From an optimization exercise on the open Yosys and OpenROAD flow, aimed at small area, a short achievable clock period and few clock cycles per item; shortcuts taken in it are not production practice. Only simulation tests tie the RTL to the original design; equivalence was not proved. Power figures rest on the tool's default switching activity, not on a simulated workload.

==> flow/design.v <==
package spq_pkg;
    localparam int DEPTH     = 16;
    localparam int DATA_BITS = 8;
    localparam int PRIO_BITS = 8;
    localparam int CNT_BITS  = $clog2(DEPTH + 1);
    localparam int IN_BITS   = DATA_BITS + PRIO_BITS;
    localparam int IN_BYTES  = (IN_BITS + 7) / 8;
    localparam int OUT_BITS  = DATA_BITS + 2 + DATA_BITS + 1 + CNT_BITS;
    localparam int OUT_BYTES = (OUT_BITS + 7) / 8;
    localparam logic MODE_PUSH = 1'b0;
    localparam logic MODE_POP  = 1'b1;
    typedef enum logic [1:0] {
        ST_OK    = 2'd0,
        ST_EMPTY = 2'd1,
        ST_FULL  = 2'd2
    } status_t;
endpackage
module spq_ctrl (
    input  logic clk,
    input  logic rst_n,
    input  logic s_tvalid,
    output logic s_tready,
    output logic m_tvalid,
    input  logic m_tready,
    output logic exec,
    output logic exec_next,
    output logic load,
    output logic out_load_next,
    output logic out_load_live
);
    logic in_valid;
    logic out_valid;
    logic skid_valid;
    logic out_free;
    logic in_valid_next;
    logic skid_valid_next;
    logic ready_q;
    assign s_tready = ready_q;
    assign load     = !(in_valid && skid_valid);
    logic exec_q;
    assign exec     = exec_q;
    assign m_tvalid = out_valid;
    assign out_free = !out_valid || m_tready;
    assign out_load_next = exec && out_free;
    assign out_load_live = skid_valid && m_tready;
    assign in_valid_next   = (s_tvalid && load) || (in_valid && !exec);
    assign skid_valid_next = skid_valid ? !m_tready : (exec && !out_free);
    assign exec_next       = in_valid_next && !skid_valid_next;
    always_ff @(posedge clk or negedge rst_n)
    begin
        if (!rst_n)
        begin
            in_valid   <= 1'b0;
            out_valid  <= 1'b0;
            skid_valid <= 1'b0;
            ready_q    <= 1'b1;
            exec_q     <= 1'b0;
        end
        else
        begin
            in_valid   <= in_valid_next;
            out_valid  <= exec || skid_valid || (out_valid && !m_tready);
            skid_valid <= skid_valid_next;
            ready_q    <= !(in_valid_next && skid_valid_next);
            exec_q     <= exec_next;
        end
    end
endmodule
module spq_datapath (
    input  logic                          clk,
    input  logic                          rst_n,
    input  logic                          load,
    input  logic                          exec,
    input  logic                          exec_next,
    input  logic                          out_load_next,
    input  logic                          out_load_live,
    input  logic                          s_mode,
    input  logic [spq_pkg::DATA_BITS-1:0] s_data,
    input  logic [spq_pkg::PRIO_BITS-1:0] s_prio,
    output logic [23:0]                   result
);
    localparam int D  = spq_pkg::DEPTH;
    localparam int W  = spq_pkg::IN_BITS;
    localparam int DB = spq_pkg::DATA_BITS;
    localparam int CB = spq_pkg::CNT_BITS;
    logic          in_mode;
    logic [DB-1:0] in_data;
    logic [spq_pkg::PRIO_BITS-1:0] in_prio;
    logic [spq_pkg::PRIO_BITS-1:0] in_prio_n;
    logic [W-1:0]  slot [D];
    logic [CB-1:0] count;
    logic [DB-1:0] popped;
    logic [1:0]    status;
    logic [23:0]   out_word;
    logic [D-1:0]  valid;
    logic [D-1:0]  le;
    logic          full;
    logic          empty;
    logic          is_push;
    logic          push_ok;
    logic          pop_ok;
    logic          nonempty;
    always_ff @(posedge clk)
    begin
        if (load)
        begin
            in_mode <= s_mode;
            in_data <= s_data;
            in_prio <= s_prio;
            in_prio_n <= ~s_prio;
        end
    end
    assign full    = count[CB-1];
    assign empty   = !nonempty;
    assign is_push = (in_mode == spq_pkg::MODE_PUSH);
    logic push_ok_q;
    logic pop_ok_q;
    assign push_ok = push_ok_q;
    assign pop_ok  = pop_ok_q;
    function automatic logic prio_le(input logic [spq_pkg::PRIO_BITS-1:0] a,
                                     input logic [spq_pkg::PRIO_BITS-1:0] b);
        logic gt;
        logic eq;
        gt = 1'b0;
        eq = 1'b1;
        for (int k = spq_pkg::PRIO_BITS - 1; k >= 0; k--)
        begin
            gt = gt | (eq & a[k] & ~b[k]);
            eq = eq & ~(a[k] ^ b[k]);
        end
        prio_le = ~gt;
    endfunction
    logic [D-1:0] cmp;
    logic         cmp_ins;
    logic [D-1:0] le_q;
    logic [D-1:0] le_next;
    always_comb
    begin
        for (int i = 0; i < D; i++)
        begin
            valid[i] = count[CB-1] | (count[CB-2:0] > (CB-1)'(i));
            cmp[i]   = valid[i] && prio_le(slot[i][W-1:DB], s_prio);
        end
        cmp_ins = prio_le(~in_prio_n, s_prio);
    end
    assign le = le_q;
    logic [D-1:0] sel_keep;
    logic [D-1:0] sel_next;
    logic [D-1:0] sel_prev;
    logic [D-1:0] sel_new;
    logic [W-1:0] slot_next [D];
    always_comb
    begin
        for (int i = 0; i < D; i++)
        begin
            sel_next[i] = (i < D - 1) ? pop_ok : 1'b0;
            sel_new[i]  = push_ok && !le[i] && ((i == 0) ? 1'b1 : le[(i > 0) ? i - 1 : 0]);
            sel_prev[i] = push_ok && !le[i] && ((i == 0) ? 1'b0 : !le[(i > 0) ? i - 1 : 0]);
            sel_keep[i] = !(sel_next[i] || sel_new[i] || sel_prev[i]);
            slot_next[i] = ({W{sel_keep[i]}} & slot[i])
                         | ({W{sel_new[i]}}  & {in_prio, in_data})
                         | ({W{sel_next[i]}} & slot[(i < D - 1) ? i + 1 : i])
                         | ({W{sel_prev[i]}} & slot[(i > 0) ? i - 1 : 0]);
            le_next[i]   = pop_ok ? ((i < D - 1) ? cmp[(i < D - 1) ? i + 1 : i] : 1'b0)
                                  : (cmp[i] | (push_ok && cmp_ins && ((i == 0) ? 1'b1 : cmp[(i > 0) ? i - 1 : 0])));
        end
    end
    always_ff @(posedge clk)
    begin
        if (load)
        begin
            le_q <= le_next;
        end
    end
    always_ff @(posedge clk)
    begin
        for (int i = 0; i < D; i++)
        begin
            slot[i] <= slot_next[i];
        end
    end
    logic [CB-1:0] count_next;
    always_comb
    begin
        count_next = count;
        if (push_ok)
            count_next = count + 1'b1;
        else if (pop_ok)
            count_next = count - 1'b1;
    end
    always_ff @(posedge clk or negedge rst_n)
    begin
        if (!rst_n)
            count <= '0;
        else
            count <= count_next;
    end
    logic [DB-1:0] popped_next;
    logic [1:0]    status_next;
    logic [DB-1:0] front_next;
    logic          fvalid_next;
    logic [23:0]   result_next;
    logic [23:0]   result_live;
    always_comb
    begin
        popped_next = pop_ok ? slot[0][DB-1:0] : '0;
        fvalid_next = is_push | valid[1];
        if (is_push)
        begin
            status_next = full ? spq_pkg::ST_FULL : spq_pkg::ST_OK;
            front_next  = (!full && !le[0]) ? in_data : slot[0][DB-1:0];
        end
        else
        begin
            status_next = empty ? spq_pkg::ST_EMPTY : spq_pkg::ST_OK;
            front_next  = valid[1] ? slot[1][DB-1:0] : '0;
        end
    end
    logic nonempty_next;
    logic in_mode_next;
    assign nonempty_next = exec ? fvalid_next : nonempty;
    assign in_mode_next  = load ? s_mode : in_mode;
    always_ff @(posedge clk or negedge rst_n)
    begin
        if (!rst_n)
        begin
            nonempty  <= 1'b0;
            push_ok_q <= 1'b0;
            pop_ok_q  <= 1'b0;
        end
        else
        begin
            nonempty  <= nonempty_next;
            push_ok_q <= exec_next && (in_mode_next == spq_pkg::MODE_PUSH) && !count_next[CB-1];
            pop_ok_q  <= exec_next && (in_mode_next == spq_pkg::MODE_POP) && nonempty_next;
        end
    end
    assign result_next = {count_next, fvalid_next, front_next, status_next, popped_next};
    assign result_live = {count, nonempty, nonempty ? slot[0][DB-1:0] : '0, status, popped};
    always_ff @(posedge clk)
    begin
        if (exec)
        begin
            popped <= popped_next;
            status <= status_next;
        end
        if (out_load_next)
            out_word <= result_next;
        else if (out_load_live)
            out_word <= result_live;
    end
    assign result = out_word;
endmodule
module stable_priority_queue (
    input  logic                                clk,
    input  logic                                rst_n,
    input  logic                                s_tvalid,
    output logic                                s_tready,
    input  logic [spq_pkg::IN_BYTES*8-1:0]      s_tdata,
    input  logic                                s_tuser,
    output logic                                m_tvalid,
    input  logic                                m_tready,
    output logic [spq_pkg::OUT_BYTES*8-1:0]     m_tdata
);
    logic exec;
    logic exec_next;
    logic load;
    logic out_load_next;
    logic out_load_live;
    spq_ctrl u_ctrl (
        .clk        (clk),
        .rst_n      (rst_n),
        .s_tvalid   (s_tvalid),
        .s_tready   (s_tready),
        .m_tvalid   (m_tvalid),
        .m_tready   (m_tready),
        .exec          (exec),
        .exec_next     (exec_next),
        .load          (load),
        .out_load_next (out_load_next),
        .out_load_live (out_load_live)
    );
    spq_datapath u_datapath (
        .clk        (clk),
        .rst_n      (rst_n),
        .load       (load),
        .exec          (exec),
        .exec_next     (exec_next),
        .out_load_next (out_load_next),
        .out_load_live (out_load_live),
        .s_mode     (s_tuser),
        .s_data     (s_tdata[spq_pkg::DATA_BITS-1:0]),
        .s_prio     (s_tdata[spq_pkg::IN_BITS-1:spq_pkg::DATA_BITS]),
        .result     (m_tdata)
    );
endmodule
Settings: LEC_CHECK=0, CAP_MARGIN=20, CORE_MARGIN=2, CORE_UTILIZATION=72, CTS_CLUSTER_DIAMETER=60, CTS_CLUSTER_SIZE=30, SETUP_SLACK_MARGIN=2.8, SLEW_MARGIN=20, TNS_END_PERCENT=100; clock period 5.0 ns.
run.sh (not shown) runs the stock make flow with config.mk's settings and CLKGATE_MAP_FILE= SYNTH_SCRIPT=/design/flow/synth_recipe.tcl, a recipe that flattens the netlist after the stock synthesis.
Testbench counts at the start, summed over its fixed seeds: cycles 9,616, items 9,600.
Edit:
--- a/flow/design.v
+++ b/flow/design.v
@@ -85,9 +85,8 @@
     localparam int CB = spq_pkg::CNT_BITS;
     logic          in_mode;
     logic [DB-1:0] in_data;
     logic [spq_pkg::PRIO_BITS-1:0] in_prio;
-    logic [spq_pkg::PRIO_BITS-1:0] in_prio_n;
     logic [W-1:0]  slot [D];
     logic [CB-1:0] count;
     logic [DB-1:0] popped;
     logic [1:0]    status;
@@ -106,9 +105,8 @@
         begin
             in_mode <= s_mode;
             in_data <= s_data;
             in_prio <= s_prio;
-            in_prio_n <= ~s_prio;
         end
     end
     assign full    = count[CB-1];
     assign empty   = !nonempty;
@@ -140,9 +138,9 @@
         begin
             valid[i] = count[CB-1] | (count[CB-2:0] > (CB-1)'(i));
             cmp[i]   = valid[i] && prio_le(slot[i][W-1:DB], s_prio);
         end
-        cmp_ins = prio_le(~in_prio_n, s_prio);
+        cmp_ins = prio_le(in_prio, s_prio);
     end
     assign le = le_q;
     logic [D-1:0] sel_keep;
     logic [D-1:0] sel_next;
@@ -160,10 +158,12 @@
             slot_next[i] = ({W{sel_keep[i]}} & slot[i])
                          | ({W{sel_new[i]}}  & {in_prio, in_data})
                          | ({W{sel_next[i]}} & slot[(i < D - 1) ? i + 1 : i])
                          | ({W{sel_prev[i]}} & slot[(i > 0) ? i - 1 : 0]);
-            le_next[i]   = pop_ok ? ((i < D - 1) ? cmp[(i < D - 1) ? i + 1 : i] : 1'b0)
-                                  : (cmp[i] | (push_ok && cmp_ins && ((i == 0) ? 1'b1 : cmp[(i > 0) ? i - 1 : 0])));
+            le_next[i]   = (sel_keep[i] && cmp[i] && !((i == D - 1) && pop_ok))
+                         | (sel_new[i]  && cmp_ins)
+                         | (sel_next[i] && cmp[(i < D - 1) ? i + 1 : i])
+                         | (sel_prev[i] && cmp[(i > 0) ? i - 1 : 0]);
         end
     end
     always_ff @(posedge clk)
     begin
=>
- non-clock buffer count shrinks by 7
- clock skew stays flat
- worst setup slack loses 0.028 ns
- power shrinks by 9.9%
- sequential power shrinks by 5.7%
- die area shrinks by 8.3%
- combinational power shrinks by 9.3%
Testbench counts after the change, summed over its fixed seeds: cycles 9,616, items 9,600.

-- separate check: timing with driven ports --
No port has a modelled driver above. Below, the same layouts with a new extraction and two added sets of constraints.
Step 1 assumes that a clkbuf_16 drives the clock port and a buf_2 every other input.
Step 2 times the ports against the registers' clock, not the clock port: input delays grow and output delays shrink by t, the midpoint of the rising clock arrivals with the driver on.
a / b / c = ideal / step 1 / step 2; a / b = the first two.
| run | t, ns | slack for setup (ns) | worst hold slack (ns) | clock arrival spread, ns | pins driven straight from the clock port |
|---|---|---|---|---|---|
| the first run | 0.627 | 2.604 / 2.591 / 1.963 | 0.459 / 0.459 / 0.459 | 0.021 / 0.021 | 1 |
| the second run | 0.593 | 2.576 / 2.579 / 1.985 | 0.471 / 0.471 / 0.471 | 0.023 / 0.023 | 1 |
After both steps setup and hold are still met in every run listed. For the first run, which loses most, drivers alone change the setup slack by -0.013 ns; drivers and shift together by -0.641 ns.
